Background: an optimization exercise with open tools, aiming at small area. Do not read the settings as production practice.
Function was checked by simulation only, so behaviour that the tests miss may differ from the original.
Power figures rest on the tool's default switching activity, not on a simulated workload. No driver is modelled on the clock port, so clocking that relies on it looks cheaper here than on a real chip.

<file path="flow/config.mk">
export PLATFORM = sky130hd
export DESIGN_NAME = fc_output_collector
export DESIGN_NICKNAME = fc_output_collector
export VERILOG_FILES = /design/flow/design.v
export SDC_FILE = /design/flow/constraint.sdc
export NUM_CORES = 4
export LEC_CHECK = 0
export CAP_MARGIN = 20
export CORE_MARGIN = 2
export CORE_UTILIZATION = 60
export SLEW_MARGIN = 20
</file>
<file path="flow/constraint.sdc">
create_clock -name core_clock -period 4.0 [get_ports {clk}]
set_input_delay 0.8000 -clock core_clock [delete_from_list [all_inputs] [get_ports {clk}]]
set_output_delay 0.8000 -clock core_clock [all_outputs]
set_load 0.01 [all_outputs]
</file>
<file path="flow/design.v">
package fc_output_collector_pkg;
    localparam int N_HIDDEN   = 128;
    localparam int DATA_W_DEF = 16;
    localparam int CNT_W_DEF  = 8;
endpackage
module fc_output_collector_act_buffer #(
    parameter int DEPTH  = 128,
    parameter int DATA_W = 15
) (
    input  logic              clk,
    input  logic              shift,
    input  logic              shift_n,
    input  logic              par,
    input  logic [DATA_W-1:0] din,
    output logic [DATA_W-1:0] dout
);
    logic [DATA_W-1:0] in_r;
    logic [DATA_W-1:0] sr_r [1:DEPTH-1];
    always_ff @(posedge clk) begin
        in_r <= din;
    end
    always_ff @(posedge clk) begin
        sr_r[1] <= ~((({DATA_W{par}} ^ in_r) | {DATA_W{shift_n}}) & (sr_r[1] | {DATA_W{shift}}));
    end
    for (genvar i = 2; i < DEPTH; i++) begin : g_stage
        always_ff @(posedge clk) begin
            sr_r[i] <= ~((sr_r[i-1] | {DATA_W{shift_n}}) & (sr_r[i] | {DATA_W{shift}}));
        end
    end
    assign dout = sr_r[DEPTH-1] ^ {DATA_W{par}};
endmodule
module fc_output_collector #(
    parameter int N_NEURONS = fc_output_collector_pkg::N_HIDDEN,
    parameter int DATA_W    = fc_output_collector_pkg::DATA_W_DEF,
    parameter bit RELU_EN   = 1'b1,
    parameter int CNT_W     = fc_output_collector_pkg::CNT_W_DEF
) (
    input  logic                  clk,
    input  logic                  reset,
    input  logic [DATA_W-1:0]     s_data,
    input  logic                  s_valid,
    input  logic                  s_done,
    output logic                  m_start,
    output logic [DATA_W-1:0]     m_data,
    output logic                  m_valid,
    output logic                  frame_done,
    output logic                  busy,
    output logic                  err_short,
    output logic                  err_drop
);
    localparam int IDX_W = (N_NEURONS > 1) ? $clog2(N_NEURONS) : 1;
    localparam int MEM_W = RELU_EN ? DATA_W - 1 : DATA_W;
    logic [IDX_W-1:0]  idx_r;
    logic              last_s;
    logic              we_s;
    logic              complete_s;
    logic              abort_s;
    logic              next_valid_s;
    logic [MEM_W-1:0]  wdata_s;
    logic [MEM_W-1:0]  rdata_s;
    logic              shift_r;
    logic              shift_n_r;
    logic              par_r;
    logic              m_start_r;
    logic [MEM_W-1:0]  m_data_r;
    logic              m_valid_r;
    logic              frame_done_r;
    logic              busy_r;
    logic              err_short_r;
    logic              err_drop_r;
    assign last_s       = (idx_r == IDX_W'(N_NEURONS - 1));
    assign we_s         = !busy_r && s_valid;
    assign complete_s   = we_s && last_s;
    assign abort_s      = !busy_r && s_done && !complete_s && (idx_r != '0);
    assign next_valid_s = m_start_r || (m_valid_r && !last_s);
    if (RELU_EN) begin : g_relu
        assign wdata_s = s_data[DATA_W-1] ? '0 : s_data[MEM_W-1:0];
    end else begin : g_norelu
        assign wdata_s = s_data;
    end
    fc_output_collector_act_buffer #(
        .DEPTH  (N_NEURONS),
        .DATA_W (MEM_W)
    ) u_act_buffer (
        .clk     (clk),
        .shift   (shift_r),
        .shift_n (shift_n_r),
        .par     (par_r),
        .din     (wdata_s),
        .dout    (rdata_s)
    );
    always_ff @(posedge clk or negedge reset) begin
        if (!reset) begin
            shift_r   <= 1'b0;
            shift_n_r <= 1'b1;
            par_r     <= 1'b0;
        end else begin
            shift_r   <= s_valid || busy_r;
            shift_n_r <= !(s_valid || busy_r);
            par_r     <= !par_r;
        end
    end
    always_ff @(posedge clk or negedge reset) begin
        if (!reset) begin
            idx_r        <= '0;
            m_start_r    <= 1'b0;
            m_data_r     <= '0;
            m_valid_r    <= 1'b0;
            frame_done_r <= 1'b0;
            busy_r       <= 1'b0;
            err_short_r  <= 1'b0;
            err_drop_r   <= 1'b0;
        end else begin
            if (abort_s) begin
                idx_r <= '0;
            end else if (we_s || m_valid_r) begin
                idx_r <= idx_r + 1'b1;
            end
            m_start_r    <= complete_s;
            m_valid_r    <= next_valid_s;
            m_data_r     <= next_valid_s ? rdata_s : '0;
            frame_done_r <= m_valid_r && last_s;
            busy_r       <= complete_s || (busy_r && !frame_done_r);
            err_short_r  <= err_short_r || abort_s;
            err_drop_r   <= err_drop_r || (busy_r && s_valid);
        end
    end
    assign m_start    = m_start_r;
    assign m_data     = {{(DATA_W-MEM_W){1'b0}}, m_data_r};
    assign m_valid    = m_valid_r;
    assign frame_done = frame_done_r;
    assign busy       = busy_r;
    assign err_short  = err_short_r;
    assign err_drop   = err_drop_r;
endmodule
</file>
<file path="flow/flow/run.sh">
#!/bin/bash
# Layout flow: the standard ORFS flow (standard.sh) with these changes:
# - port buffers use the smallest buffer cell;
# - after global placement, flow/fanout_tree.tcl rebuilds the buffer trees of
#   the two shift-register control nets as one level of clustered buf_4s;
# - clock tree synthesis uses larger sink clusters of clkbuf_16 and inserts
#   no dummy loads.
# make's output goes to orfs_make.log; each ORFS step logs under orfs/logs.
set -euo pipefail
HERE=$(pwd)
CTS="-sink_clustering_enable -repair_clock_nets -sink_clustering_size 18 -sink_clustering_max_diameter 70 -buf_list sky130_fd_sc_hd__clkbuf_8 -dont_use_dummy_load"
bash standard.sh \
  "BUFFER_PORTS_ARGS=-buffer_cell sky130_fd_sc_hd__buf_1" \
  "POST_GLOBAL_PLACE_TCL=$HERE/flow/fanout_tree.tcl" \
  "CTS_ARGS=$CTS" \
  finish > orfs_make.log 2>&1
</file>
<file path="flow/flow/fanout_tree.tcl">
# Rebuild the buffer trees of the shift-register control nets (the nets driven
# by the shift_r and shift_n_r flip-flops): the loads are split by recursive
# bisection into clusters of at most ft_max pins, each driven by one
# buf_4 placed at its centre, and the leaf buffers are driven by one buf_12
# at their centre.
proc ft_is_buf {master} {
  return [regexp {__(buf|clkbuf)_[0-9]+$} $master]
}

proc ft_split {pts k} {
  # pts: list of {x y pinname}; splits them into k clusters of near-equal
  # size by recursive bisection across the longer side.
  if {$k <= 1} { return [list $pts] }
  set xs [lsort -real [lmap p $pts {lindex $p 0}]]
  set ys [lsort -real [lmap p $pts {lindex $p 1}]]
  set dx [expr {[lindex $xs end] - [lindex $xs 0]}]
  set dy [expr {[lindex $ys end] - [lindex $ys 0]}]
  set i [expr {$dx >= $dy ? 0 : 1}]
  set s [lsort -real -index $i $pts]
  set k1 [expr {$k / 2}]
  set h [expr {[llength $s] * $k1 / $k}]
  return [concat [ft_split [lrange $s 0 [expr {$h - 1}]] $k1] \
            [ft_split [lrange $s $h end] [expr {$k - $k1}]]]
}

proc ft_centre {pts} {
  set sx 0.0; set sy 0.0
  foreach p $pts { set sx [expr {$sx + [lindex $p 0]}]; set sy [expr {$sy + [lindex $p 1]}] }
  set n [llength $pts]
  return [list [expr {$sx / $n}] [expr {$sy / $n}]]
}

proc ft_rebuild {pattern max leaf root} {
  set block [ord::get_db_block]
  set dbu [$block getDbUnitsPerMicron]
  set drv ""
  foreach inst [$block getInsts] {
    if {[string match $pattern [$inst getName]]} { set drv $inst; break }
  }
  if {$drv eq ""} { puts "fanout_tree: no instance matches $pattern"; return }
  set q [$drv findITerm Q]
  # Walk the buffer tree below the flip-flop.
  set bufs {}
  set todo [list [$q getNet]]
  set nloads 0
  while {[llength $todo]} {
    set net [lindex $todo 0]; set todo [lrange $todo 1 end]
    foreach it [$net getITerms] {
      if {[$it isOutputSignal]} { continue }
      set inst [$it getInst]
      if {[ft_is_buf [[$inst getMaster] getName]]} {
        lappend bufs [$inst getName]
        lappend todo [[$inst findITerm X] getNet]
      } else {
        incr nloads
      }
    }
  }
  puts "fanout_tree: [$drv getName]: [llength $bufs] buffers, $nloads loads"
  # Remove the old tree: bypass each buffer, leaves first.
  foreach name [lreverse $bufs] {
    set b [$block findInst $name]
    set in [[[$b findITerm A] getNet] getName]
    set out [[[$b findITerm X] getNet] getName]
    set loads {}
    foreach it [[[$b findITerm X] getNet] getITerms] {
      if {[$it getInst] eq $b} { continue }
      lappend loads "[[$it getInst] getName]/[[$it getMTerm] getName]"
    }
    foreach l $loads {
      disconnect_pin $out [get_pins $l]
      connect_pin $in [get_pins $l]
    }
    delete_instance [get_cells $name]
    delete_net [get_nets $out]
  }
  estimate_parasitics -placement
  set net [$q getNet]
  set pts {}
  foreach it [$net getITerms] {
    if {[$it isOutputSignal]} { continue }
    set inst [$it getInst]
    set b [$inst getBBox]
    lappend pts [list [expr {([$b xMin] + [$b xMax]) / 2.0 / $dbu}] [expr {([$b yMin] + [$b yMax]) / 2.0 / $dbu}] "[$inst getName]/[[$it getMTerm] getName]"]
  }
  set clusters [ft_split $pts [expr {([llength $pts] + $max - 1) / $max}]]
  set leafins {}
  set i 0
  foreach c $clusters {
    set pins [get_pins [lmap p $c {lindex $p 2}]]
    set xy [ft_centre $c]
    set b [insert_buffer -buffer_cell $leaf -net [get_nets [$net getName]] -load_pins $pins -location $xy]
    lappend leafins [list {*}$xy "[get_full_name $b]/A"]
    incr i
  }
  set xy [ft_centre $leafins]
  insert_buffer -buffer_cell $root -net [get_nets [[$q getNet] getName]] -load_pins [get_pins [lmap p $leafins {lindex $p 2}]] -location $xy
  puts "fanout_tree: [$drv getName]: $i leaf buffers"
}

if {![info exists ft_max]} { set ft_max 100 }
foreach pat {shift_r$* shift_n_r$*} {
  ft_rebuild $pat $ft_max sky130_fd_sc_hd__buf_4 sky130_fd_sc_hd__buf_12
}
</file>
<file path="flow/standard.sh">
#!/bin/bash
# synth_recipe.tcl (not shown) runs the flow's synth.tcl, then flattens the netlist and writes it again
# the make line also repeats each setting of config.mk as NAME=value (left out here)
make -C /OpenROAD-flow-scripts/flow DESIGN_CONFIG=/design/flow/config.mk WORK_HOME=/design/flow/orfs CLKGATE_MAP_FILE= SYNTH_SCRIPT=/design/flow/synth_recipe.tcl "${@:-finish}"
</file>
==> out/qor.txt, run 1 <==
Tightest Hold Check Type: in -> async
Combinational Power Share: 0.075
Setup Skew: 0.0389 ns
Critical Path Source Type: flop
CTS tree: yes
Final hold vios: 0
Fin area: 55500 µm²
Data arrival, critical path: 1.49 ns
Drt pass-1 iters: 5
Post-Syn Area: 53700 µm²
Commonest register cell after synthesis: dfxtp_1
Synthesized flop and latch total: 1951
Total CTS buffers: 118
Layout cells sized above 1: 0.0417
Post-CTS setup buffer count: 0
Vias in the first global route: 29200
RSZ-0062 raised after global routing: no
Worst-path clk slew: 0.11 ns
Pleak: 20.5 nW
Net Sw Power: 8.10 mW
IO Port Bufs: 40
Power, Total: 34.6 mW
Post-CTS resize count: 0
Sw Ratio: 0.234
Pint: 26.5 mW
# hold bufs at CTS: 0
CP Class: reg -> out
Top cell type's share of synthesized area: 0.715
Detail Route Antenna Nets: 0
Achievable frequency: 437 MHz
Clock Sinks: 1951
Clock network fraction of total power: 0.231
Final clock period utilization by the worst path: 0.572
Max cap viols: 0
First-pass GRT wire length: 138 mm
CP Max Fanout: 8
Root buf cell: clkbuf_8
Crit end category: primary output
Sequential fraction of the synthesis area: 0.730
CP Data Required Time: 3.20 ns
Synthesis Warnings: 3
Critical-path cell list: buf_1
Post-synth ARST share: 0.0159
TNS Setup: 0 ns
Status: timing/DRC/antenna clean
Slowest cell delay on critical path: 0.53 ns
Flop pwr share: 0.695
Cell accounting for the most synthesized area: dfxtp_1
Via density per instance: 5.88
Total Wirelength: 80.9 mm
Residual DRC: 0
Placeable Area: 88500 µm²
Post-DP HPWL: 39.8 mm
Area contributors post-synth: dfxtp_1 (72%), o22ai_1 (22%), buf_2 (1.6%)
Mapped Nets: 4424
Tot GR Track Use: 0.171
DP Area: 53900 µm²
Clock Latency Late Sink: 0.78 ns
Fillers: 7162
VDD IR-drop max: 0.433 mV
# IOs: 42
Hold_ws: 0.0741 ns
Final setup fails: 0
Final Slew Violations: 0
Die area: 92000 µm²
CP Buf/Inv Count: 1
Number of antenna violations at the first check in global routing: 3
CTS max path bufs: 3
Cell family with most CP delay: flip-flops
Slew @ Worst Pin: 0.929 ns
Largest net degree at the start of global routing: 97
Area Overhead vs Synth: 3.24%
Avg Synthesized Cell Area: 12.2 µm²
Final net count: 4194
Post-Synthesis Cells: 4402
Most frequent cells in the layout: dfxtp_1 (1920), o22ai_1 (1905), clkbuf_8 (118)
Gr ovfl total: 0
Min cycle time layout: 2.29 ns
Final design utilization: 0.627
Commonest non-fill, non-tap cell in the layout: dfxtp_1
Worst path slowest cell: dfrtp_1
Die Width: 303 µm
CTS H-Tree Depth: 3
PwrDens: 624 nW/µm²
Die height: 303 µm
1st-iter DRT viols: 2297
Std-Cell Rows: 109
Slew margin rel.: 0.381
Synth cell types: 42
Post-synth EDFFs: 0
Initial Utilization: 0.607
Via count: 31400
WL/cell: 15.1 µm
metrics by stage:
step	std cells	setup WS (ns)
final	5338	1.71
after global routing	5338	1.59
after CTS	5335	1.61
after detailed placement	5217	1.86
after global placement	5236	1.88
after floorplan	4402	2.29
flip-flops by register name, indices dropped and copies added (netlist names):
name / count
par_r: 1
idx_r: 7
shift_n_r: 1
u_act_buffer.sr_r: 1905
shift_r: 1
m_data_r: 15
err_short_r: 1
err_drop_r: 1
m_valid_r: 1
u_act_buffer.in_r: 15
frame_done_r: 1
busy_r: 1
m_start_r: 1
area by class of cell:
cell class / instances / area (µm²) / area share
Antenna cell: 3 / 7.51 / 0.000135
Clock buffer: 118 / 1620 / 0.0293
Inverter: 9 / 33.8 / 0.000609
Multi-Input combinational cell: 2010 / 12600 / 0.228
Sequential cell: 1951 / 39200 / 0.707
Tap cell: 1165 / 1460 / 0.0263
Timing Repair Buffer: 82 / 492 / 0.00886
power by group through the flow:
stage                     clock (mW)  combinational (mW)  sequential [mW]
after global routing            9.06                2.95             24.4
after CTS                       8.39                2.61             24.0
final                           7.98                2.59             24.0
after floorplan                    0                2.30             24.0
after global placement             0                2.52             24.5
after detailed placement           0                2.62             24.4
routing by layer:
metal	track usage	routed length (µm)	vias up
li1	-	-	16500
met1	0.252	43600	14500
met2	0.262	33600	200
met3	0.0291	2030	121
met4	0.0452	1620	0
met5	0	0	-
worst register-to-register path, delay by kind of cell, from the launching register on:
kind | cells | cell delay, ns
flops | 1 | 0.67
buf+inv | 2 | 1.08
compound gates | 1 | 0.23
Yosys cell counts, types with 2 or more instances:
cell type,number
and3_2,2
buf_1,53
buf_2,174
buf_4,2
clkbuf_1,202
dfrtp_1,30
dfxtp_1,1920
ha_1,2
inv_1,8
nand3_1,2
nor2_1,21
nor2b_1,16
o21ai_0,4
o21bai_1,2
o22ai_1,1905
or2_1,2
xnor2_1,16
xor2_1,17
path summary, 6_finish.rpt:
path,start,end,slack [ns],cells past startpoint
setup / recovery,busy_r,busy,1.71,1
hold / removal,reset,m_data_r[6],0.07,1
setup reg to reg,shift_n_r,u_act_buffer.sr_r[60][6],1.88,3
hold reg to reg,u_act_buffer.sr_r[100][1],u_act_buffer.sr_r[101][1],0.40,1
max in group asynchronous,reset,shift_r,3.33,1
min in group core_clock,s_data[14],u_act_buffer.in_r[14],0.21,2
logic make-up after synthesis:
group,Yosys count,synth area share
other,1,0.0000698
xor gates and xnor gates,33,0.00538
and+or+nand+nor,53,0.00535
adders and majority gates,2,0.000466
muxes,1,0.000186
DFF,1951,0.730
buffers and inverters,441,0.0350
AOI/OAI and AO/OA,1920,0.224
==> inputs of run 2 (changes only) <==
--- a/flow/flow/run.sh
+++ b/flow/flow/run.sh
@@ -8,7 +8,7 @@
 # make's output goes to orfs_make.log; each ORFS step logs under orfs/logs.
 set -euo pipefail
 HERE=$(pwd)
-CTS="-sink_clustering_enable -repair_clock_nets -sink_clustering_size 18 -sink_clustering_max_diameter 70 -buf_list sky130_fd_sc_hd__clkbuf_8 -dont_use_dummy_load"
+CTS="-sink_clustering_enable -repair_clock_nets -sink_clustering_size 11 -sink_clustering_max_diameter 60 -buf_list sky130_fd_sc_hd__clkbuf_4 -dont_use_dummy_load"
 bash standard.sh \
   "BUFFER_PORTS_ARGS=-buffer_cell sky130_fd_sc_hd__buf_1" \
   "POST_GLOBAL_PLACE_TCL=$HERE/flow/fanout_tree.tcl" \
==> out/qor.txt, run 2 <==
Cell family with most CP delay: flip-flops
CP Data Required Time: 3.20 ns
R2r startpoint: shift_n_r
Reg-to-Reg End: u_act_buffer.sr_r[94][1]
Most common cell in the netlist: dfxtp_1
Synth cell types: 42
Final hold vios: 0
Final Slew Violations: 0
Placeable Area: 88500 µm²
R2R setup slack: 1.86 ns
PwrDens: 618 nW/µm²
Post-synth EDFFs: 0
Achievable frequency: 388 MHz
1st-iter DRT viols: 2101
Final clock period utilization by the worst path: 0.645
Critical-path cell list: buf_1
Slowest cell delay on critical path: 0.53 ns
First-pass GRT wire length: 140 mm
TNS Setup: 0 ns
Setup Skew: 0.0493 ns
Clock Latency Late Sink: 1.05 ns
Data arrival, critical path: 1.78 ns
Number of antenna violations at the first check in global routing: 3
IO Port Bufs: 40
Min cycle time layout: 2.58 ns
Final setup fails: 0
Die height: 303 µm
Drt pass-1 iters: 4
Slew margin rel.: 0.394
CP Class: reg -> out
Pleak: 20.6 nW
Vias in the first global route: 30000
# IOs: 42
Tightest Hold Check Type: in -> reg
Mapped Nets: 4424
Biggest regs: u_act_buffer.sr_r: 1905 flops, m_data_r: 15 flops, u_act_buffer.in_r: 15 flops
Layout cells sized above 1: 0.0589
Initial Utilization: 0.607
Avg Synthesized Cell Area: 12.2 µm²
Gr ovfl total: 0
Fillers: 7215
Post-Synthesis Cells: 4402
Area contributors post-synth: dfxtp_1 (72%), o22ai_1 (22%), buf_2 (1.6%)
Final net count: 4289
Post-CTS setup buffer count: 0
CP Max Fanout: 8
WL/cell: 15.1 µm
Residual DRC: 0
Slew @ Worst Pin: 0.908 ns
Status: timing/DRC/antenna clean
Critical Path Source Type: flop
Worst-path clk slew: 0.12 ns
Hold_ws: 0.193 ns
Post-Syn Area: 53700 µm²
Std-Cell Rows: 109
Final WS setup: 1.42 ns
Critical Path End: busy
CTS H-Tree Depth: 4
Worst path slowest cell: dfrtp_1
Largest Register: u_act_buffer.sr_r
Post-DP HPWL: 39.8 mm
Die area: 92000 µm²
CTS max path bufs: 3
Via density per instance: 5.87
Commonest non-fill, non-tap cell in the layout: dfxtp_1
Synth top cells by count: dfxtp_1 (1920), o22ai_1 (1905), clkbuf_1 (202)
Largest net degree at the start of global routing: 97
Synthesized flop and latch total: 1951
Max FFs per register: 1905
Stages on worst setup path: 1
Commonest register cell after synthesis: dfxtp_1
Die Width: 303 µm
Crit path launch: busy_r
Max cap viols: 0
R2R depth: 3
Crit end category: primary output
RSZ-0062 raised after global routing: no
Total Wirelength: 82.3 mm
Total CTS buffers: 195
Via count: 31900
Clock Sinks: 1951
Area Overhead vs Synth: 3.30%
CTS tree: yes
Tot GR Track Use: 0.176
Post-synth ARST share: 0.0159
CP Buf/Inv Count: 1
Most frequent cells in the layout: dfxtp_1 (1920), o22ai_1 (1905), clkbuf_4 (195)
Top cell type's share of synthesized area: 0.715
VDD IR-drop max: 0.404 mV
Detail Route Antenna Nets: 0
Placement Setup Slack: 1.86 ns
Synthesis Warnings: 3
Sequential fraction of the synthesis area: 0.730
Cell accounting for the most synthesized area: dfxtp_1
Root buf cell: clkbuf_4
run 2: report_power, final:
group	internal, mW	switching (mW)	total (mW)
clock network	2.24	5.42	7.67
registers	22.5	1.58	24.0
logic	1.41	1.19	2.60
total	26.1	8.19	34.3
run 2: routing by layer:
metal	global-route usage	part of all wire	vias to the layer above
met2	0.267	0.42	273
met5	0	0	-
li1	-	-	16800
met3	0.0370	0.032	142
met4	0.0600	0.020	0
met1	0.251	0.53	14700
run 2: logic make-up (layout without fill, tap and decap cells):
logic type	Yosys count	count (layout)	share of synthesized area
other	1	9	0.0000698
and+or+nand+nor	53	53	0.00535
buffers and inverters	441	304	0.0350
adders and majority gates	2	2	0.000466
DFF	1951	1951	0.730
muxes	1	1	0.000186
AOI/OAI and AO/OA	1920	1920	0.224
xor gates and xnor gates	33	33	0.00538
run 2: through the flow:
step / area, µm² / utilization / power, mW / instances
after detailed placement: 53900 / 0.608 / 27.1 / 5217
final: 55500 / 0.627 / 34.3 / 5438
after global routing: 55500 / 0.627 / 36.2 / 5437
after global placement: 54400 / 0.614 / 27.0 / 5236
after CTS: 55500 / 0.627 / 34.8 / 5430
after floorplan: 53700 / - / 26.3 / 4402
run 2: timing repair:
item	in CTS	in global routing
resized for setup	0	0
setup endpoints to repair	0	0
hold endpoints to repair	52	0
hold buffers	18	0
run 2: worst min path at each step:
stage                                   startpoint                  endpoint  slack (ns)  depth (start not counted)
after CTS                               s_data[15]     u_act_buffer.in_r[14]        0.03                          2
after global routing                    s_data[15]      u_act_buffer.in_r[5]         0.1                          2
after detailed placement  u_act_buffer.sr_r[80][5]  u_act_buffer.sr_r[81][5]        0.43                          1
final                                   s_data[15]     u_act_buffer.in_r[14]        0.19                          2
after floorplan            u_act_buffer.sr_r[1][0]   u_act_buffer.sr_r[1][0]        0.42                          1
after global placement    u_act_buffer.sr_r[43][6]  u_act_buffer.sr_r[44][6]        0.43                          1
run 2: layout make-up:
class                      count  area, µm²  share of cell area
antenna                        8       20.0            0.000361
clock buffer                 195       1460              0.0264
inverter                       9       33.8            0.000608
multi-input combinational   2010      12600               0.228
sequential                  1951      39200               0.706
tap                         1165       1460              0.0263
timing repair buffer         100        672              0.0121
==> inputs of run 3 (changes only) <==
--- a/flow/flow/run.sh
+++ b/flow/flow/run.sh
@@ -8,7 +8,7 @@
 # make's output goes to orfs_make.log; each ORFS step logs under orfs/logs.
 set -euo pipefail
 HERE=$(pwd)
-CTS="-sink_clustering_enable -repair_clock_nets -sink_clustering_size 11 -sink_clustering_max_diameter 60 -buf_list sky130_fd_sc_hd__clkbuf_4 -dont_use_dummy_load"
+CTS="-sink_clustering_enable -repair_clock_nets -sink_clustering_size 22 -sink_clustering_max_diameter 90 -buf_list sky130_fd_sc_hd__clkbuf_8 -dont_use_dummy_load"
 bash standard.sh \
   "BUFFER_PORTS_ARGS=-buffer_cell sky130_fd_sc_hd__buf_1" \
   "POST_GLOBAL_PLACE_TCL=$HERE/flow/fanout_tree.tcl" \
--- a/flow/config.mk
+++ b/flow/config.mk
@@ -7,5 +7,5 @@
 export LEC_CHECK = 0
 export CAP_MARGIN = 20
 export CORE_MARGIN = 2
-export CORE_UTILIZATION = 60
+export CORE_UTILIZATION = 70
 export SLEW_MARGIN = 20
==> out/qor.txt, run 3 <==
CTS max path bufs: 3
Area contributors post-synth: dfxtp_1 (72%), o22ai_1 (22%), buf_2 (1.6%)
Residual DRC: 0
Most common cell in the netlist: dfxtp_1
Max FFs per register: 1905
Die height: 281 µm
Clock Sinks: 1951
Post-CTS resize count: 0
Post-synth EDFFs: 0
Met2 Use GR: 0.344
Commonest register cell after synthesis: dfxtp_1
Status: timing/DRC/antenna clean
Post-Synthesis Cells: 4402
Synthesis Warnings: 3
RSZ-0062 raised after global routing: no
CP Class: reg -> out
Worst-path clk slew: 0.12 ns
Synthesized flop and latch total: 1951
Post-DP HPWL: 45.4 mm
IO Port Bufs: 40
CP Data Required Time: 3.20 ns
Final hold vios: 0
Slowest cell delay on critical path: 0.52 ns
Via count: 32000
Sequential fraction of the synthesis area: 0.730
Clock Latency Late Sink: 0.75 ns
Synth cell types: 42
PwrDens: 620 nW/µm²
Top cell type's share of synthesized area: 0.715
Post-Syn Area: 53700 µm²
Crit end category: primary output
Achievable frequency: 451 MHz
Worst path slowest cell: dfrtp_1
Post-synth ARST share: 0.0159
# hold bufs at CTS: 0
Avg Synthesized Cell Area: 12.2 µm²
CP Buf/Inv Count: 1
Total CTS buffers: 98
Initial Utilization: 0.708
Cell family with most CP delay: flip-flops
Setup Skew: 0.0505 ns
DP Area: 53700 µm²
WL/cell: 16.1 µm
Final setup fails: 0
Drt pass-1 iters: 5
CTS tree: yes
CTS H-Tree Depth: 3
GRT Max-Usage Layer: met2
Cell accounting for the most synthesized area: dfxtp_1
Synth top cells by count: dfxtp_1 (1920), o22ai_1 (1905), clkbuf_1 (202)
Pleak: 20.3 nW
Max cap viols: 0
Critical Path Source Type: flop
Power, Total: 34.1 mW
1st-iter DRT viols: 1605
Mapped Nets: 4424
Largest net degree at the start of global routing: 97
Final net count: 4175
Final clock period utilization by the worst path: 0.554
Multi-input logic area: 12600 µm²
Fin area: 55000 µm²
Biggest regs: u_act_buffer.sr_r: 1905 flops, m_data_r: 15 flops, u_act_buffer.in_r: 15 flops
Vias in the first global route: 30700
Number of antenna violations at the first check in global routing: 2
Layout cells sized above 1: 0.0371
Placeable Area: 75900 µm²
Largest Register: u_act_buffer.sr_r
Tot GR Track Use: 0.204
Die area: 79000 µm²
Reg area: 39200 µm²
Min cycle time layout: 2.22 ns
Detail Route Antenna Nets: 0
Total Wirelength: 83.2 mm
Hold_ws: 0.152 ns
# IOs: 42
TNS Setup: 0 ns
VDD IR-drop max: 0.456 mV
Slew @ Worst Pin: 0.926 ns
Met3 usage: 0.0295
Die Width: 281 µm
First-pass GRT wire length: 141 mm
Post-CTS setup buffer count: 0
Fillers: 5211
Area Overhead vs Synth: 2.42%
Final Slew Violations: 0
Slew margin rel.: 0.383
Most frequent cells in the layout: dfxtp_1 (1920), o22ai_1 (1905), clkbuf_8 (98)
Data arrival, critical path: 1.42 ns
Root buf cell: clkbuf_8
Via density per instance: 6.17
CP Max Fanout: 8
Critical-path cell list: buf_1
Gr ovfl total: 0
Std-Cell Rows: 101
Commonest non-fill, non-tap cell in the layout: dfxtp_1
Tightest Hold Check Type: in -> async
GR Layer Usage met1: 0.278
## run 3: cell counts after synthesis
No cell type changed its count.
## run 3: area by class of cell
cell class / instances / share of cell area
multi-input cells: 2010 / 0.230
repair buffers: 83 / 0.00907
diodes: 1 / 0.0000455
clock buffers: 98 / 0.0245
flip-flops and latches: 1951 / 0.713
inverters: 9 / 0.000614
well taps: 1030 / 0.0234
## run 3: metal layers
metal | wire length (µm) | vias to the layer above
met5 | 0 | -
met2 | 37900 | 273
met1 | 41600 | 15200
li1 | - | 16400
met4 | 1800 | 0
met3 | 1890 | 123
## run 3: path summary, 6_finish.rpt
kind | from | end | slack [ns] | cells after the start
setup / recovery | busy_r | busy | 1.78 | 1
hold / removal | reset | m_data_r[1] | 0.15 | 1
setup reg to reg | shift_n_r | u_act_buffer.sr_r[107][4] | 1.90 | 3
hold reg to reg | u_act_buffer.sr_r[92][2] | u_act_buffer.sr_r[93][2] | 0.41 | 1
max in group asynchronous | reset | shift_r | 3.16 | 1
min in group core_clock | s_data[1] | u_act_buffer.in_r[1] | 0.24 | 2
## run 3: cell families after synthesis
kind of cell    Yosys count  share of synthesized area
buf+inv                 441                     0.0350
simple gates             53                    0.00535
xor+xnor                 33                    0.00538
mux                       1                   0.000186
fa+ha+maj                 2                   0.000466
flops                  1951                      0.730
compound gates         1920                      0.224
other cells               1                  0.0000698
## run 3: per-stage QoR
step | setup WS (ns) | std cells | util
after floorplan | 2.29 | 4402 | -
after global placement | 1.94 | 5097 | 0.713
after detailed placement | 1.92 | 5083 | 0.707
after CTS | 1.71 | 5181 | 0.725
after global routing | 1.68 | 5182 | 0.725
final | 1.78 | 5182 | 0.725
## run 3: report_power, final
part / internal [mW] / switching [mW]
combinational: 1.40 / 1.24
clock: 2.23 / 5.13
sequential: 22.5 / 1.66
==> inputs of run 4 (changes only) <==
--- a/flow/flow/run.sh
+++ b/flow/flow/run.sh
@@ -8,7 +8,7 @@
 # make's output goes to orfs_make.log; each ORFS step logs under orfs/logs.
 set -euo pipefail
 HERE=$(pwd)
-CTS="-sink_clustering_enable -repair_clock_nets -sink_clustering_size 22 -sink_clustering_max_diameter 90 -buf_list sky130_fd_sc_hd__clkbuf_8 -dont_use_dummy_load"
+CTS="-sink_clustering_enable -repair_clock_nets -sink_clustering_size 35 -sink_clustering_max_diameter 80 -buf_list sky130_fd_sc_hd__clkbuf_16 -dont_use_dummy_load"
 bash standard.sh \
   "BUFFER_PORTS_ARGS=-buffer_cell sky130_fd_sc_hd__buf_1" \
   "POST_GLOBAL_PLACE_TCL=$HERE/flow/fanout_tree.tcl" \
--- a/flow/config.mk
+++ b/flow/config.mk
@@ -7,5 +7,5 @@
 export LEC_CHECK = 0
 export CAP_MARGIN = 20
 export CORE_MARGIN = 2
-export CORE_UTILIZATION = 70
+export CORE_UTILIZATION = 60
 export SLEW_MARGIN = 20
==> out/qor.txt, run 4 <==
Slowest cell delay on critical path: 0.76 ns
RSZ-0062 raised after global routing: no
Number of antenna violations at the first check in global routing: 0
CP Class: reg -> reg
Die area: 92000 µm²
Biggest regs: u_act_buffer.sr_r: 1905 flops, m_data_r: 15 flops, u_act_buffer.in_r: 15 flops
Antenna diodes: 0
Status: timing/DRC/antenna clean
Fillers: 7143
Net Sw Power: 7.98 mW
CP Buf/Inv Count: 2
Post-CTS setup buffer count: 0
Worst path slowest cell: buf_4
Post-CTS resize count: 0
Synth top cells by count: dfxtp_1 (1920), o22ai_1 (1905), clkbuf_1 (202)
Pint: 26.9 mW
WL/cell: 15.1 µm
Post-synth EDFFs: 0
Residual DRC: 0
Mapped Nets: 4424
Total CTS buffers: 66
# IOs: 42
Final Slew Violations: 0
CTS tree: yes
First-pass GRT wire length: 136 mm
Crit end category: flop
Largest net degree at the start of global routing: 97
Slew margin rel.: 0.392
Layout cells sized above 1: 0.0296
Final hold vios: 0
Sequential fraction of the synthesis area: 0.730
Slew @ Worst Pin: 0.911 ns
Post-Synthesis Cells: 4402
Setup Skew: 0.0346 ns
CTS H-Tree Depth: 3
CP Data Required Time: 4.45 ns
Combinational Power Share: 0.074
Clock Latency Late Sink: 0.66 ns
Worst-path clk slew: 0.12 ns
Max FFs per register: 1905
Min cycle time layout: 2.14 ns
Tightest Hold Check Type: in -> async
# hold bufs at CTS: 0
Commonest non-fill, non-tap cell in the layout: dfxtp_1
Final net count: 4142
Post-synth ARST share: 0.0159
Clock Sinks: 1951
Synthesized flop and latch total: 1951
Vias in the first global route: 28900
Critical Path Source Type: flop
Max cap viols: 0
Final design utilization: 0.627
Die height: 303 µm
Flop pwr share: 0.690
Total Wirelength: 80.0 mm
Commonest register cell after synthesis: dfxtp_1
Cell accounting for the most synthesized area: dfxtp_1
Synth cell types: 42
PwrDens: 628 nW/µm²
Tot GR Track Use: 0.168
Die Width: 303 µm
Pleak: 20.4 nW
Cell family with most CP delay: buffers and inverters
Achievable frequency: 466 MHz
Most common cell in the netlist: dfxtp_1
Gr ovfl total: 0
Area Overhead vs Synth: 3.28%
Detail Route Antenna Nets: 0
Final Non-Filler Cells: 5283
Final clock period utilization by the worst path: 0.536
Most frequent cells in the layout: dfxtp_1 (1920), o22ai_1 (1905), clkbuf_16 (66)
CP Max Fanout: 95
Via density per instance: 5.89
Largest Register: u_act_buffer.sr_r
Area contributors post-synth: dfxtp_1 (72%), o22ai_1 (22%), buf_2 (1.6%)
Root buf cell: clkbuf_16
Critical-path cell list: buf_12 -> buf_4 -> o22ai_1
VDD IR-drop max: 0.475 mV
Data arrival, critical path: 2.60 ns
Clock network fraction of total power: 0.236
Top cell type's share of synthesized area: 0.715
Synthesis Warnings: 3
Sw Ratio: 0.229
1st-iter DRT viols: 2189
Drt pass-1 iters: 5
Post-Syn Area: 53700 µm²
Initial Utilization: 0.607
Via count: 31100
IO Port Bufs: 40
Post-DP HPWL: 39.8 mm
Placeable Area: 88500 µm²
Final setup fails: 0
Avg Synthesized Cell Area: 12.2 µm²
Placed Cells: 5217
CTS max path bufs: 3
TNS Setup: 0 ns
Std-Cell Rows: 109
[run 4: cell types whose count changed in the layout (fill, tap and decap cells not counted), sizes merged]
cell / before / now
clkbuf: 99 / 67
buf: 82 / 81
diode: 1 / 0
[run 4: stage by stage]
step	cell area, µm²	power (mW)	hold WS [ns]	worst slack (ns)
6_report	55500	34.9	0.226	1.86
5_1_grt	55500	36.6	0.267	1.72
4_1_cts	55500	35.3	0.217	1.83
3_5_place_dp	53900	27.1	0.431	1.86
3_3_place_gp	54400	27.0	0.427	1.88
2_1_floorplan	53700	26.3	0.422	2.29
[run 4: metal layers]
layer	wire (µm)	vias to the layer above	GRT usage
met5	0	-	0
met4	1170	0	0.0403
met3	1930	72	0.0232
met2	33700	145	0.267
met1	43200	14400	0.246
li1	-	16400	-
[run 4: cell families after synthesis]
group                    count (synthesis)  share of synthesized area
AO/OA/AOI/OAI                         1920                      0.224
XOR/XNOR                                33                    0.00538
adder cells (fa/ha/maj)                  2                   0.000466
buffers and inverters                  441                     0.0350
flip-flops                            1951                      0.730
multiplexers                             1                   0.000186
other                                    1                  0.0000698
AND/OR/NAND/NOR                         53                    0.00535
[run 4: power by group through the flow]
stage / Sequential (mW) / Clock [mW] / Combinational, mW
final: 24.0 / 8.23 / 2.59
after global routing: 24.4 / 9.23 / 2.95
after CTS: 24.0 / 8.66 / 2.62
after detailed placement: 24.4 / 0 / 2.62
after global placement: 24.5 / 0 / 2.52
after floorplan: 24.0 / 0 / 2.30
[run 4: layout make-up]
type / count / area [µm²] / share of cell area
Clock buffer: 66 / 1650 / 0.0298
Multi-Input combinational cell: 2010 / 12600 / 0.228
Inverter: 9 / 33.8 / 0.000609
Sequential cell: 1951 / 39200 / 0.707
Tap cell: 1165 / 1460 / 0.0263
Timing Repair Buffer: 82 / 492 / 0.00886
[run 4: worst paths after layout]
kind / startpoint / to / slack, ns / cells after the start
setup / recovery: shift_n_r / u_act_buffer.sr_r[126][12] / 1.86 / 3
hold / removal: reset / m_data_r[3] / 0.23 / 1
setup reg to reg: shift_n_r / u_act_buffer.sr_r[126][12] / 1.86 / 3
hold reg to reg: u_act_buffer.sr_r[49][4] / u_act_buffer.sr_r[50][4] / 0.43 / 1
max in group asynchronous: reset / shift_r / 3.19 / 1
min in group core_clock: s_data[2] / u_act_buffer.in_r[2] / 0.36 / 2
==> inputs of run 5 (changes only) <==
--- a/flow/flow/run.sh
+++ b/flow/flow/run.sh
@@ -8,7 +8,7 @@
 # make's output goes to orfs_make.log; each ORFS step logs under orfs/logs.
 set -euo pipefail
 HERE=$(pwd)
-CTS="-sink_clustering_enable -repair_clock_nets -sink_clustering_size 35 -sink_clustering_max_diameter 80 -buf_list sky130_fd_sc_hd__clkbuf_16 -dont_use_dummy_load"
+CTS="-sink_clustering_enable -repair_clock_nets -sink_clustering_size 20 -sink_clustering_max_diameter 80 -buf_list sky130_fd_sc_hd__clkbuf_8 -dont_use_dummy_load"
 bash standard.sh \
   "BUFFER_PORTS_ARGS=-buffer_cell sky130_fd_sc_hd__buf_1" \
   "POST_GLOBAL_PLACE_TCL=$HERE/flow/fanout_tree.tcl" \
==> out/qor.txt, run 5 <==
Largest net degree at the start of global routing: 97
Worst-path clk slew: 0.12 ns
Synth cell types: 42
RSZ-0062 raised after global routing: no
Max cap viols: 0
CP Max Fanout: 8
Most common cell in the netlist: dfxtp_1
CP Buf/Inv Count: 1
Drt pass-1 iters: 5
Min cycle time layout: 2.28 ns
Crit path launch: busy_r
Detail Route Antenna Nets: 0
Final Slew Violations: 0
Biggest regs: u_act_buffer.sr_r: 1905 flops, m_data_r: 15 flops, u_act_buffer.in_r: 15 flops
Post-CTS setup buffer count: 0
R2R depth: 3
Synthesis Warnings: 3
Post-Syn Area: 53700 µm²
TNS Setup: 0 ns
CP Data Required Time: 3.20 ns
Clock Sinks: 1951
Placed Cells: 5217
CTS max path bufs: 3
Max FFs per register: 1905
Crit end category: primary output
Largest Register: u_act_buffer.sr_r
CP Class: reg -> out
Layout cells sized above 1: 0.0392
Via count: 31300
Gr ovfl total: 0
Area contributors post-synth: dfxtp_1 (72%), o22ai_1 (22%), buf_2 (1.6%)
First-pass GRT wire length: 137 mm
Post-Synthesis Cells: 4402
Achievable frequency: 439 MHz
Data arrival, critical path: 1.48 ns
Final setup fails: 0
Critical Path End: busy
# hold bufs at CTS: 0
Commonest non-fill, non-tap cell in the layout: dfxtp_1
Pleak: 20.4 nW
Cell family with most CP delay: flip-flops
CTS tree: yes
Vias in the first global route: 29100
Reg area: 39200 µm²
Post-CTS resize count: 0
Final clock period utilization by the worst path: 0.569
Die height: 303 µm
Top cell type's share of synthesized area: 0.715
Mapped Nets: 4424
Slew margin rel.: 0.397
Cell accounting for the most synthesized area: dfxtp_1
Reg-to-Reg End: u_act_buffer.sr_r[112][0]
Slowest cell delay on critical path: 0.53 ns
# IOs: 42
Root buf cell: clkbuf_8
CTS H-Tree Depth: 3
Sequential fraction of the synthesis area: 0.730
Worst path slowest cell: dfrtp_1
Stages on worst setup path: 1
R2R setup slack: 1.88 ns
Setup Skew: 0.0439 ns
Fillers: 7194
Die area: 92000 µm²
Tightest Hold Check Type: in -> async
PwrDens: 620 nW/µm²
Critical-path cell list: buf_1
Commonest register cell after synthesis: dfxtp_1
Die Width: 303 µm
Std-Cell Rows: 109
Synthesized flop and latch total: 1951
Placeable Area: 88500 µm²
Status: timing/DRC/antenna clean
Final net count: 4183
Avg Synthesized Cell Area: 12.2 µm²
Tot GR Track Use: 0.170
Total CTS buffers: 107
Post-DP HPWL: 39.8 mm
Initial Utilization: 0.607
Area Overhead vs Synth: 2.97%
Total Wirelength: 80.6 mm
Via density per instance: 5.88
Clock Latency Late Sink: 0.79 ns
Final Non-Filler Cells: 5329
Critical Path Source Type: flop
Residual DRC: 0
Final hold vios: 0
Synth top cells by count: dfxtp_1 (1920), o22ai_1 (1905), clkbuf_1 (202)
VDD IR-drop max: 0.382 mV
Post-synth ARST share: 0.0159
IO Port Bufs: 40
Slew @ Worst Pin: 0.905 ns
1st-iter DRT viols: 2295
Most frequent cells in the layout: dfxtp_1 (1920), o22ai_1 (1905), clkbuf_8 (107)
Number of antenna violations at the first check in global routing: 1
WL/cell: 15.1 µm
Multi-input logic area: 12600 µm²
Post-synth EDFFs: 0
R2r startpoint: shift_n_r
[run 5: cell counts after synthesis]
Identical to the previous run, type by type.
[run 5: layout make-up]
cell class	instances	area share
flip-flops and latches	1951	0.709
multi-input cells	2010	0.229
clock buffers	107	0.0266
well taps	1165	0.0263
repair buffers	82	0.00889
inverters	9	0.000610
diodes	5	0.000226
[run 5: worst min-delay path by stage]
stage	end	slack, ns	cells after the start
after floorplan	u_act_buffer.sr_r[1][0]	0.42	1
after global placement	u_act_buffer.sr_r[44][6]	0.43	1
after detailed placement	u_act_buffer.sr_r[81][5]	0.43	1
after CTS	m_data_r[2]	0.01	1
after global routing	m_data_r[2]	0.08	1
final	m_data_r[2]	0.08	1
[run 5: routing by layer]
metal | wire (µm) | vias up | GRT usage | part of all wire
li1 | - | 16500 | - | -
met1 | 43700 | 14500 | 0.249 | 0.54
met2 | 33400 | 201 | 0.264 | 0.41
met3 | 1900 | 117 | 0.0283 | 0.024
met4 | 1580 | 0 | 0.0438 | 0.020
met5 | 0 | - | 0 | 0
[run 5: kinds of logic after synthesis]
| kind of cell | synth area share |
|---|---|
| flops | 0.730 |
| compound gates | 0.224 |
| buf+inv | 0.0350 |
| simple gates | 0.00535 |
| xor+xnor | 0.00538 |
| fa+ha+maj | 0.000466 |
| other cells | 0.0000698 |
| mux | 0.000186 |
[run 5: where the power goes]
group / total (mW) / leakage [nW] / switching (mW) / internal, mW
Sequential: 24.0 / 16.6 / 1.58 / 22.5
Clock: 7.69 / 0.769 / 5.27 / 2.41
Combinational: 2.59 / 3.00 / 1.18 / 1.40
Total: 34.3 / 20.4 / 8.04 / 26.3
[run 5: per-stage QoR]
step                      power, mW  utilization  hold slack (ns)  area (µm²)  worst slack [ns]
after detailed placement       27.1        0.608            0.431       53900              1.86
after global placement         27.0        0.614            0.427       54400              1.88
after floorplan                26.3            -            0.422       53700              2.29
after global routing           36.1        0.625           0.0798       55300              1.61
after CTS                      34.8        0.625           0.0148       55300              1.62
final                          34.3        0.625           0.0770       55300              1.72
[run 5: worst reg2reg max path, cell delays in order, from the launching register on]
cell and delay [ns]:
dfstp_4 0.68, buf_12 0.29, buf_4 0.75, o22ai_1 0.26
==> inputs of run 6 (changes only) <==
--- a/flow/config.mk
+++ b/flow/config.mk
@@ -7,5 +7,5 @@
 export LEC_CHECK = 0
 export CAP_MARGIN = 20
 export CORE_MARGIN = 2
-export CORE_UTILIZATION = 60
+export CORE_UTILIZATION = 70
 export SLEW_MARGIN = 20
==> out/qor.txt, run 6 <==
Die height: 281 µm
DP Area: 53700 µm²
Total CTS buffers: 107
Crit end category: primary output
Largest net degree at the start of global routing: 97
Flop pwr share: 0.702
PwrDens: 623 nW/µm²
Root buf cell: clkbuf_8
Layout cells sized above 1: 0.0392
CP Data Required Time: 3.20 ns
Worst path slowest cell: dfrtp_1
Stages on worst setup path: 1
Achievable frequency: 446 MHz
Number of antenna violations at the first check in global routing: 2
Fin area: 55200 µm²
# hold bufs at CTS: 0
Detail Route Antenna Nets: 0
Die Width: 281 µm
CP Buf/Inv Count: 1
Final hold vios: 0
Critical-path cell list: buf_1
CTS max path bufs: 3
WL/cell: 16.1 µm
Post-Synthesis Cells: 4402
Gr ovfl total: 0
Post-synth ARST share: 0.0159
Std-Cell Rows: 101
Mapped Nets: 4424
Area Overhead vs Synth: 2.65%
Tightest Hold Check Type: in -> async
Data arrival, critical path: 1.44 ns
Final setup fails: 0
Post-Syn Area: 53700 µm²
Sw Ratio: 0.236
CP Class: reg -> out
Synthesized flop and latch total: 1951
Top cell type's share of synthesized area: 0.715
TNS Setup: 0 ns
Sequential fraction of the synthesis area: 0.730
First-pass GRT wire length: 142 mm
Clock network fraction of total power: 0.221
Slew @ Worst Pin: 0.929 ns
Post-CTS setup buffer count: 0
Initial Utilization: 0.708
Total Wirelength: 83.7 mm
Avg Synthesized Cell Area: 12.2 µm²
Cell family with most CP delay: flip-flops
Post-CTS resize count: 0
Final design utilization: 0.726
Fillers: 5206
Via density per instance: 6.19
Residual DRC: 0
Vias in the first global route: 30700
Post-DP HPWL: 45.4 mm
Worst-path clk slew: 0.12 ns
Min cycle time layout: 2.24 ns
Most frequent cells in the layout: dfxtp_1 (1920), o22ai_1 (1905), clkbuf_8 (107)
Cell accounting for the most synthesized area: dfxtp_1
Pint: 26.3 mW
Die area: 79000 µm²
Commonest non-fill, non-tap cell in the layout: dfxtp_1
Final Slew Violations: 0
VDD IR-drop max: 0.441 mV
Synthesis Warnings: 3
Drt pass-1 iters: 4
# IOs: 42
Final clock period utilization by the worst path: 0.561
Clock Sinks: 1951
RSZ-0062 raised after global routing: no
CTS H-Tree Depth: 3
Commonest register cell after synthesis: dfxtp_1
Area contributors post-synth: dfxtp_1 (72%), o22ai_1 (22%), buf_2 (1.6%)
Status: timing/DRC/antenna clean
Via count: 32100
Critical Path Source Type: flop
Post-synth EDFFs: 0
Combinational Power Share: 0.077
Net Sw Power: 8.10 mW
CTS tree: yes
1st-iter DRT viols: 1603
R2R depth: 3
Max cap viols: 0
Slowest cell delay on critical path: 0.52 ns
Tot GR Track Use: 0.206
Largest Register: u_act_buffer.sr_r
Final net count: 4184
Pleak: 20.4 nW
Clock Latency Late Sink: 0.75 ns
Synth cell types: 42
CP Max Fanout: 8
Biggest regs: u_act_buffer.sr_r: 1905 flops, m_data_r: 15 flops, u_act_buffer.in_r: 15 flops
IO Port Bufs: 40
Most common cell in the netlist: dfxtp_1
Max FFs per register: 1905
Placeable Area: 75900 µm²
Power, Total: 34.4 mW
Synth top cells by count: dfxtp_1 (1920), o22ai_1 (1905), clkbuf_1 (202)
Slew margin rel.: 0.380
Setup Skew: 0.0357 ns
-- run 6: changes by cell type in the layout (fill, tap and decap cells not counted), sizes merged --
cell | before | now
diode | 5 | 1
buf | 81 | 82
-- run 6: power by group through the flow --
stage / clock [mW] / combinational (mW) / sequential (mW)
floorplan: 0 / 2.30 / 24.0
global placement: 0 / 2.47 / 24.4
detailed placement: 0 / 2.66 / 24.5
CTS: 7.90 / 2.66 / 24.1
global route: 8.56 / 2.98 / 24.5
finish: 7.61 / 2.64 / 24.1
-- run 6: worst paths after layout --
path	start	to	slack, ns
max	busy_r	busy	1.76
min in group core_clock	s_data[1]	u_act_buffer.in_r[1]	0.25
max in group asynchronous	reset	shift_r	3.18
min	reset	par_r	0.16
max reg2reg	shift_n_r	u_act_buffer.sr_r[97][14]	1.89
min reg2reg	u_act_buffer.sr_r[123][2]	u_act_buffer.sr_r[124][2]	0.41
-- run 6: logic make-up after synthesis --
group | share of synthesized area
compound gates | 0.224
xor+xnor | 0.00538
fa+ha+maj | 0.000466
buf+inv | 0.0350
flops | 0.730
mux | 0.000186
other cells | 0.0000698
simple gates | 0.00535
-- run 6: per-stage QoR --
step	std cells	hold slack [ns]	setup WS, ns
global route	5191	0.161	1.67
finish	5191	0.158	1.76
floorplan	4402	0.422	2.29
global placement	5097	0.430	1.94
detailed placement	5083	0.431	1.92
CTS	5190	0.113	1.69
-- run 6: per-layer routing --
layer	wire (µm)	vias up	GRT usage
li1	-	16400	-
met1	41800	15300	0.285
met2	38000	283	0.341
met3	2110	138	0.0311
met4	1830	0	0.0555
met5	0	-	0
-- run 6: final cells by class --
type	count	area, µm²	share of cell area
Sequential cell	1951	39200	0.711
Multi-Input combinational cell	2010	12600	0.229
Clock buffer	107	1470	0.0267
Tap cell	1030	1290	0.0234
Timing Repair Buffer	83	499	0.00905
Inverter	9	33.8	0.000612
Antenna cell	1	2.50	0.0000454
==> inputs of run 7 (changes only) <==
--- a/flow/flow/run.sh
+++ b/flow/flow/run.sh
@@ -3,7 +3,8 @@
 # - port buffers use the smallest buffer cell;
 # - after global placement, flow/fanout_tree.tcl rebuilds the buffer trees of
 #   the two shift-register control nets as one level of clustered buf_4s;
-# - clock tree synthesis uses larger sink clusters of clkbuf_16 and inserts
+# - clock tree synthesis uses sink clusters of up to 20 flip-flops on clkbuf_8
+#   and inserts
 #   no dummy loads.
 # make's output goes to orfs_make.log; each ORFS step logs under orfs/logs.
 set -euo pipefail
--- a/flow/config.mk
+++ b/flow/config.mk
@@ -7,5 +7,5 @@
 export LEC_CHECK = 0
 export CAP_MARGIN = 20
 export CORE_MARGIN = 2
-export CORE_UTILIZATION = 70
+export CORE_UTILIZATION = 60
 export SLEW_MARGIN = 20
==> out/qor.txt, run 7 <==
Layout cells sized above 1: 0.0392
PwrDens: 620 nW/µm²
Clock Sinks: 1951
Final setup fails: 0
VDD IR-drop max: 0.382 mV
Avg Synthesized Cell Area: 12.2 µm²
Placed Cells: 5217
CP Buf/Inv Count: 1
CP Max Fanout: 8
Final design utilization: 0.625
First-pass GRT wire length: 137 mm
# IOs: 42
Fin area: 55300 µm²
Most common cell in the netlist: dfxtp_1
Power, Total: 34.3 mW
Slew margin rel.: 0.397
Slew @ Worst Pin: 0.905 ns
Area contributors post-synth: dfxtp_1 (72%), o22ai_1 (22%), buf_2 (1.6%)
Critical-path cell list: buf_1
Placeable Area: 88500 µm²
Final Non-Filler Cells: 5329
Final net count: 4183
Setup Skew: 0.0439 ns
RSZ-0062 raised after global routing: no
Detail Route Antenna Nets: 0
Die Width: 303 µm
Post-Synthesis Cells: 4402
Via density per instance: 5.88
Number of antenna violations at the first check in global routing: 1
Post-CTS resize count: 0
Sequential fraction of the synthesis area: 0.730
# hold bufs at CTS: 0
CTS max path bufs: 3
Vias in the first global route: 29100
Final clock period utilization by the worst path: 0.569
Commonest register cell after synthesis: dfxtp_1
Drt pass-1 iters: 5
CP Data Required Time: 3.20 ns
Final hold vios: 0
Die height: 303 µm
Most frequent cells in the layout: dfxtp_1 (1920), o22ai_1 (1905), clkbuf_8 (107)
Clock Latency Late Sink: 0.79 ns
Largest net degree at the start of global routing: 97
CTS tree: yes
Total Wirelength: 80.6 mm
Total CTS buffers: 107
Root buf cell: clkbuf_8
Top cell type's share of synthesized area: 0.715
Tightest Hold Check Type: in -> async
Hold_ws: 0.0770 ns
Post-Syn Area: 53700 µm²
Residual DRC: 0
CP Class: reg -> out
Cell family with most CP delay: flip-flops
Via count: 31300
Status: timing/DRC/antenna clean
Synthesis Warnings: 3
Final WS setup: 1.72 ns
Worst path slowest cell: dfrtp_1
Placement Setup Slack: 1.86 ns
Achievable frequency: 439 MHz
Largest Register: u_act_buffer.sr_r
DP Area: 53900 µm²
WL/cell: 15.1 µm
Worst-path clk slew: 0.12 ns
Mapped Nets: 4424
Min cycle time layout: 2.28 ns
Die area: 92000 µm²
Cell accounting for the most synthesized area: dfxtp_1
CTS H-Tree Depth: 3
Data arrival, critical path: 1.48 ns
Synth cell types: 42
Area Overhead vs Synth: 2.97%
TNS Setup: 0 ns
Initial Utilization: 0.607
Commonest non-fill, non-tap cell in the layout: dfxtp_1
Crit end category: primary output
Pleak: 20.4 nW
Post-DP HPWL: 39.8 mm
Gr ovfl total: 0
Max cap viols: 0
IO Port Bufs: 40
Post-CTS setup buffer count: 0
Std-Cell Rows: 109
Biggest regs: u_act_buffer.sr_r: 1905 flops, m_data_r: 15 flops, u_act_buffer.in_r: 15 flops
Synth top cells by count: dfxtp_1 (1920), o22ai_1 (1905), clkbuf_1 (202)
Post-synth EDFFs: 0
Post-synth ARST share: 0.0159
Slowest cell delay on critical path: 0.53 ns
Synthesized flop and latch total: 1951
Tot GR Track Use: 0.170
1st-iter DRT viols: 2295
Final Slew Violations: 0
Critical Path Source Type: flop
Max FFs per register: 1905
run 7: cell types whose count changed in the layout (fill, tap and decap cells not counted):
cell	delta
dfrtp_2	+1
buf_4	-1
dfrtp_1	-1
diode_2	+4
run 7: power by group:
part           switching, mW  total [mW]  internal, mW
sequential              1.58        24.0          22.5
clock                   5.27        7.69          2.41
combinational           1.18        2.59          1.40
total                   8.04        34.3          26.3
run 7: final cells by class:
| class | count | area (µm²) |
|---|---|---|
| Tap cell | 1165 | 1460 |
| Sequential cell | 1951 | 39200 |
| Fill cell | 7194 | 33200 |
| Antenna cell | 5 | 12.5 |
| Clock buffer | 107 | 1470 |
| Multi-Input combinational cell | 2010 | 12600 |
| Inverter | 9 | 33.8 |
| Timing Repair Buffer | 82 | 492 |
run 7: routing by layer:
layer | part of all wire | track usage
met5 | 0 | 0
met4 | 0.020 | 0.0438
met3 | 0.024 | 0.0283
met2 | 0.41 | 0.264
met1 | 0.54 | 0.249
run 7: path summary, 6_finish.rpt:
| kind | start | to | slack (ns) | depth (start not counted) |
|---|---|---|---|---|
| worst max-delay path | busy_r | busy | 1.72 | 1 |
| worst min-delay path | reset | m_data_r[2] | 0.08 | 1 |
| worst max register to register | shift_n_r | u_act_buffer.sr_r[112][0] | 1.88 | 3 |
| worst min register to register | u_act_buffer.sr_r[103][3] | u_act_buffer.sr_r[104][3] | 0.40 | 1 |
| max in group asynchronous | reset | shift_r | 3.31 | 1 |
| min in group core_clock | s_data[14] | u_act_buffer.in_r[14] | 0.22 | 2 |
run 7: cell families (layout without fill, tap and decap cells):
kind of cell    Yosys count  after routing  synth area share
compound gates         1920           1920             0.224
xor+xnor                 33             33           0.00538
fa+ha+maj                 2              2          0.000466
buf+inv                 441            198            0.0350
flops                  1951           1951             0.730
mux                       1              1          0.000186
other cells               1              6         0.0000698
simple gates             53             53           0.00535
==> inputs of run 8 (changes only) <==
--- a/flow/design.v
+++ b/flow/design.v
@@ -17,10 +17,10 @@
     logic [DATA_W-1:0] in_r;
     logic [DATA_W-1:0] sr_r [1:DEPTH-1];
     always_ff @(posedge clk) begin
-        in_r <= din;
+        in_r <= ~din;
     end
     always_ff @(posedge clk) begin
-        sr_r[1] <= ~((({DATA_W{par}} ^ in_r) | {DATA_W{shift_n}}) & (sr_r[1] | {DATA_W{shift}}));
+        sr_r[1] <= ~((({DATA_W{~par}} ^ in_r) | {DATA_W{shift_n}}) & (sr_r[1] | {DATA_W{shift}}));
     end
     for (genvar i = 2; i < DEPTH; i++) begin : g_stage
         always_ff @(posedge clk) begin
--- a/flow/flow/run.sh
+++ b/flow/flow/run.sh
@@ -3,9 +3,8 @@
 # - port buffers use the smallest buffer cell;
 # - after global placement, flow/fanout_tree.tcl rebuilds the buffer trees of
 #   the two shift-register control nets as one level of clustered buf_4s;
-# - clock tree synthesis uses sink clusters of up to 20 flip-flops on clkbuf_8
-#   and inserts
-#   no dummy loads.
+# - clock tree synthesis uses sink clusters of up to 20 flip-flops on
+#   clkbuf_8 and inserts no dummy loads.
 # make's output goes to orfs_make.log; each ORFS step logs under orfs/logs.
 set -euo pipefail
 HERE=$(pwd)
==> out/qor.txt, run 8 <==
Multi-input logic area: 12600 µm²
WL/cell: 15.0 µm
Placement Setup Slack: 1.91 ns
DP Area: 53800 µm²
Synthesized flop and latch total: 1951
Placeable Area: 88600 µm²
Post-DP HPWL: 39.5 mm
Post-synth ARST share: 0.0159
Biggest regs: u_act_buffer.sr_r: 1905 flops, m_data_r: 15 flops, u_act_buffer.in_r: 15 flops
Gr ovfl total: 0
Largest Register: u_act_buffer.sr_r
Max FFs per register: 1905
Reg-to-Reg End: u_act_buffer.sr_r[119][0]
Final Slew Violations: 0
PwrDens: 620 nW/µm²
Post-synth EDFFs: 0
Post-CTS setup buffer count: 0
# hold bufs at CTS: 0
Area contributors post-synth: dfxtp_1 (71%), o22ai_1 (22%), buf_2 (2.4%)
Stages on worst setup path: 1
Min cycle time layout: 2.30 ns
Synth top cells by count: dfxtp_1 (1920), o22ai_1 (1905), buf_2 (253)
CP Max Fanout: 10
Via density per instance: 5.92
Synthesis Warnings: 3
Setup Skew: 0.0348 ns
Pleak: 20.4 nW
# IOs: 42
Data arrival, critical path: 1.50 ns
Die height: 303 µm
Synth cell types: 31
Number of antenna violations at the first check in global routing: 1
Detail Route Antenna Nets: 0
Avg Synthesized Cell Area: 12.2 µm²
Critical Path Source Type: flop
VDD IR-drop max: 0.393 mV
Crit end category: primary output
R2R depth: 3
Slew margin rel.: 0.315
Final hold vios: 0
Tot GR Track Use: 0.168
Post-Syn Area: 53800 µm²
Post-Synthesis Cells: 4396
Worst-path clk slew: 0.11 ns
IO Port Bufs: 40
1st-iter DRT viols: 2386
Post-CTS resize count: 0
Reg area: 39200 µm²
R2r startpoint: shift_n_r
Std-Cell Rows: 109
Sequential fraction of the synthesis area: 0.729
Worst path slowest cell: dfrtp_1
CP Class: reg -> out
Mapped Nets: 4418
Achievable frequency: 436 MHz
Total CTS buffers: 107
Cell family with most CP delay: flip-flops
Max cap viols: 0
Die area: 92100 µm²
Vias in the first global route: 29100
Slowest cell delay on critical path: 0.56 ns
Cell accounting for the most synthesized area: dfxtp_1
CP Buf/Inv Count: 1
Final clock period utilization by the worst path: 0.574
Area Overhead vs Synth: 2.74%
CTS H-Tree Depth: 3
Drt pass-1 iters: 4
Fillers: 7248
Slew @ Worst Pin: 1.03 ns
Critical Path End: m_valid
Critical-path cell list: buf_1
RSZ-0062 raised after global routing: no
Die Width: 303 µm
Commonest register cell after synthesis: dfxtp_1
Final setup fails: 0
Largest net degree at the start of global routing: 97
CP Data Required Time: 3.20 ns
Tightest Hold Check Type: in -> async
Root buf cell: clkbuf_8
Clock Sinks: 1951
Via count: 31500
Layout cells sized above 1: 0.0373
Commonest non-fill, non-tap cell in the layout: dfxtp_1
CTS max path bufs: 3
First-pass GRT wire length: 136 mm
Top cell type's share of synthesized area: 0.715
Final net count: 4176
Status: timing/DRC/antenna clean
Initial Utilization: 0.607
Clock Latency Late Sink: 0.77 ns
Most frequent cells in the layout: dfxtp_1 (1920), o22ai_1 (1905), clkbuf_8 (107)
Crit path launch: m_valid_r
TNS Setup: 0 ns
Residual DRC: 0
R2R setup slack: 1.89 ns
Fin area: 55300 µm²
Most common cell in the netlist: dfxtp_1
Final WS setup: 1.70 ns
CTS tree: yes
Total Wirelength: 80.0 mm
[run 8: routing by layer]
layer	up-vias	routed length, µm	global-route usage
li1	16400	-	-
met1	14800	43400	0.244
met2	192	33000	0.264
met3	112	1910	0.0290
met4	0	1670	0.0428
met5	-	0	0
[run 8: power by group]
part	internal, mW	switching, mW	leakage [nW]	total [mW]
clock network	2.41	5.23	0.769	7.64
registers	22.5	1.58	16.6	24.0
logic	1.39	1.17	3.02	2.56
[run 8: per-stage QoR]
stage               hold slack [ns]  utilization  instances  total power [mW]
floorplan                     0.423            -       4396              26.3
global placement              0.427        0.612       5225              26.9
detailed placement            0.431        0.607       5210              27.0
CTS                          0.0840        0.623       5317              34.7
global route                 0.0941        0.623       5318              36.1
finish                        0.165        0.623       5318              34.2
[run 8: layout make-up]
class / instances / area share
inverter: 7 / 0.000475
clock buffer: 107 / 0.0266
multi-input combinational: 2005 / 0.228
timing repair buffer: 82 / 0.00890
sequential: 1951 / 0.710
antenna: 1 / 0.0000453
tap: 1165 / 0.0264
[run 8: worst min path at each step]
stage	end	cells past startpoint
after floorplan	u_act_buffer.sr_r[1][0]	1
after global placement	u_act_buffer.sr_r[110][9]	1
after detailed placement	u_act_buffer.sr_r[88][9]	1
after CTS	u_act_buffer.in_r[11]	2
after global routing	u_act_buffer.in_r[4]	2
final	m_data_r[3]	1
[run 8: cell families (layout without fill, tap and decap cells)]
logic type,after synthesis,in the layout,share of synthesized area
other,1,2,0.0000697
buffers and inverters,440,196,0.0369
xor gates and xnor gates,36,36,0.00586
adders and majority gates,2,2,0.000465
muxes,1,1,0.000186
DFF,1951,1951,0.729
and+or+nand+nor,50,50,0.00463
AOI/OAI and AO/OA,1915,1915,0.223

-- port drivers added, routing unchanged --
No port has a modelled driver above. Below, the same layouts with a new extraction and two added sets of constraints.
Step 1, drivers: a clkbuf_16 drives clk and a buf_2 each remaining input, both assumed.
Step 2 also shifts input and output timing later by t, the mid clock arrival at the registers, as if the neighbouring blocks saw the same clock.
Slacks: ideal ports / drivers / drivers and shift; pairs: ideal ports / drivers.
run | shift t [ns] | setup WS [ns] | cell pins on the clock port's net
run 1 | 0.828 | 1.711 / 1.650 / 1.876 | 1
run 2 | 1.106 | 1.420 / 1.358 / 1.512 | 1
run 3 | 0.785 | 1.783 / 1.720 / 1.904 | 1
run 4 | 0.696 | 1.855 / 1.812 / 1.855 | 1
run 5 | 0.829 | 1.723 / 1.657 / 1.877 | 1
run 6 | 0.792 | 1.758 / 1.693 / 1.890 | 1
run 7 | 0.829 | 1.723 / 1.657 / 1.877 | 1
run 8 | 0.809 | 1.705 / 1.645 / 1.893 | 1
After both steps setup and hold are still met in every run listed.
